From an optimization exercise on the open Yosys and OpenROAD flow, aimed at small area, a short achievable clock period and few clock cycles per item; shortcuts taken in it are not production practice.
In this exercise RTL edits were held to simulation tests only and were not proved equivalent to the original.

## pow_stream
module pow_stream #(
  parameter int DATA_W = 32,
  parameter int EXP_W  = 3,
  parameter int ID_W   = 1
) (
  input  logic              clk,
  input  logic              aresetn,
  input  logic              s_tvalid,
  output logic              s_tready,
  input  logic [DATA_W-1:0] s_tdata,
  input  logic [EXP_W-1:0]  s_texp,
  input  logic [ID_W-1:0]   s_tid,
  input  logic              s_tlast,
  output logic              m_tvalid,
  input  logic              m_tready,
  output logic [DATA_W-1:0] m_tdata,
  output logic [ID_W-1:0]   m_tid,
  output logic              m_tlast,
  output logic              m_tovf
);
Size: roughly 510 flip-flops, ~78 I/O pins, about 51000 um2 of cells after synthesis.
clock: 9.5 ns
lec_check: 0
cap_margin: 5
core_margin: 2
core_utilization: 40
cts_cluster_diameter: 80
cts_cluster_size: 16
place_density: 0.6
setup_slack_margin: 5
slew_margin: 5
synth_hierarchical: 1
synth_minimum_keep_size: 0
run.sh (not shown) runs the stock make flow with config.mk's settings and CLKGATE_MAP_FILE= SYNTH_SCRIPT=/design/flow/synth_recipe.tcl, a recipe that flattens the netlist after the stock synthesis.
Testbench counts at the start, summed over its fixed seeds: cycles 8,064, items 8,000.
Edit:
Settings changed: CAP_MARGIN 5 to 20, CTS_CLUSTER_DIAMETER 80 to 100, CTS_CLUSTER_SIZE 16 to 20, GPL_ROUTABILITY_DRIVEN set to 0, PLACE_DENSITY 0.6 to not set, SLEW_MARGIN 5 to 20.
After rerunning:
- via count barely changes
- critical path depth shrinks by 5
- core utilization drops by 0.21 points


## north
pow_stream again, from the RTL that the note above started with.
Settings: LEC_CHECK=0, CAP_MARGIN=20, CORE_MARGIN=2, CORE_UTILIZATION=40, CTS_CLUSTER_DIAMETER=100, CTS_CLUSTER_SIZE=20, SETUP_SLACK_MARGIN=5, SLEW_MARGIN=20, SYNTH_HIERARCHICAL=1, SYNTH_MINIMUM_KEEP_SIZE=0; clock period 9.5 ns.
The final layout from north, which completed every stage, passed the timing, DRC and antenna checks at the end of the flow.
Testbench counts of north, summed over its fixed seeds: cycles 8,064, items 8,000.
Changes in south relative to north:
-- flow/config.mk --
<<< north, line 8
export CAP_MARGIN = 20
export CORE_MARGIN = 2
export CORE_UTILIZATION = 40
export CTS_CLUSTER_DIAMETER = 100
export CTS_CLUSTER_SIZE = 20
export SETUP_SLACK_MARGIN = 5
export SLEW_MARGIN = 20
>>> south, line 8
export CAP_MARGIN = 20
export CORE_MARGIN = 2
export CORE_UTILIZATION = 50
export CTS_CLUSTER_DIAMETER = 100
export CTS_CLUSTER_SIZE = 20
export PLACE_DENSITY = 0.7
export SETUP_SLACK_MARGIN = 5
export SLEW_MARGIN = 20
[summary]
Post-CTS setup buffer count, south and north: higher on south. Going from north to south, met1 routing resource usage after global routing now larger, number of optimization iterations in the first detailed-route pass now larger, final setup slack of the worst path decreased 0.027 ns, share of cell area taken by multi-input logic gates moved up. | post-detailed-routing wire length | south vs north | about 4% lower |. Against north, south comes in 0.02 ns lower on later-pin clock latency in the skew report.


Starting RTL as in the previous note.
make LEC_CHECK=0 CAP_MARGIN=20 CORE_MARGIN=2 CORE_UTILIZATION=40 SETUP_SLACK_MARGIN=5 SLEW_MARGIN=20 SYNTH_HIERARCHICAL=1 SYNTH_MINIMUM_KEEP_SIZE=0 finish   # period 9.5 ns
The baseline went through all stages and came out clean.
Testbench counts at the start, summed over its fixed seeds: cycles 8,064, items 8,000.
Change:
- CTS_CLUSTER_DIAMETER: not set -> 80
- CTS_CLUSTER_SIZE: not set -> 28
The changed run went through all stages and came out clean; utilization shrinks by 0.68 points; clock skew grows by 20 ps; via count is lower by 1.1%; cell count decreases by 0.92%; register-to-register slack gets worse by 40 ps; clock-buffer cell count falls by 44; fmax is about the same; non-clock buffer count decreases by 5.
Change:
- CAP_MARGIN: 20 -> 5
- CTS_CLUSTER_DIAMETER: 80 -> 100
- CTS_CLUSTER_SIZE: 28 -> 20
- SLEW_MARGIN: 20 -> 5
=> The changed run ran to the end with no violations. Area after synthesis does not change. Fmax barely changes. Wire length barely changes. Clock skew fell by 14 ps. Final area is about the same. Non-clock buffer count rose by 10.
Change:
- CAP_MARGIN: 5 -> 20
- SLEW_MARGIN: 5 -> 20
- TNS_END_PERCENT: not set -> 5
Result: Via count stays flat; global-route usage went up by 0.16 points; non-clock buffer count went down by 3; cell area stays flat.
Change:
- CAP_MARGIN: 20 -> 5
- PLACE_DENSITY: not set -> 0.75
- SLEW_MARGIN: 20 -> 5
- TNS_END_PERCENT: 5 -> not set
What happened:
- non-clock buffer count came out lower by 4
- cell count fell slightly
- global-route usage drops by 0.82 points
- utilization drops by 0.23 points
- worst setup slack improved by 110 ps

-- what the ideal ports hide --
Ports are ideal in the flow. The routed layouts listed here were re-timed in OpenROAD. Step 1: set_driving_cell puts a clkbuf_16 on clk and a buf_2 on each other input, an assumption about the parent block. Step 2, shift: input delay + t, output delay - t, t = (earliest + latest rising clock arrival at the registers) / 2. This alone moves slack from input paths to output paths. a / b / c = ideal ports / drivers / drivers and shift; a / b = the first two.
run	shift t [ns]	setup slack, ns	clock arrival spread, ns	worst slew at a driven data input, ns
the first run of note 1	0.710	5.076 / 5.076 / 4.779	0.034 / 0.034	0.04
the second run of note 1	0.681	5.070 / 5.048 / 4.598	0.041 / 0.041	0.04
north	0.681	5.070 / 5.048 / 4.598	0.041 / 0.041	0.04
south	0.664	5.044 / 5.044 / 4.630	0.030 / 0.030	0.03
the first run of note 3	0.726	5.061 / 5.038 / 4.556	0.036 / 0.037	0.04
the second run of note 3	0.685	5.059 / 5.056 / 4.588	0.060 / 0.060	0.04
the third run of note 3	0.684	5.060 / 5.038 / 4.662	0.041 / 0.041	0.04
the fourth run of note 3	0.686	4.909 / 4.888 / 4.538	0.045 / 0.045	0.04
the fifth run of note 3	0.648	5.020 / 5.020 / 4.968	0.030 / 0.030	0.04
After both steps every run listed still meets setup and hold. For the first run of note 3, which loses most, drivers alone change the setup slack by -0.023 ns; drivers and shift together by -0.505 ns.
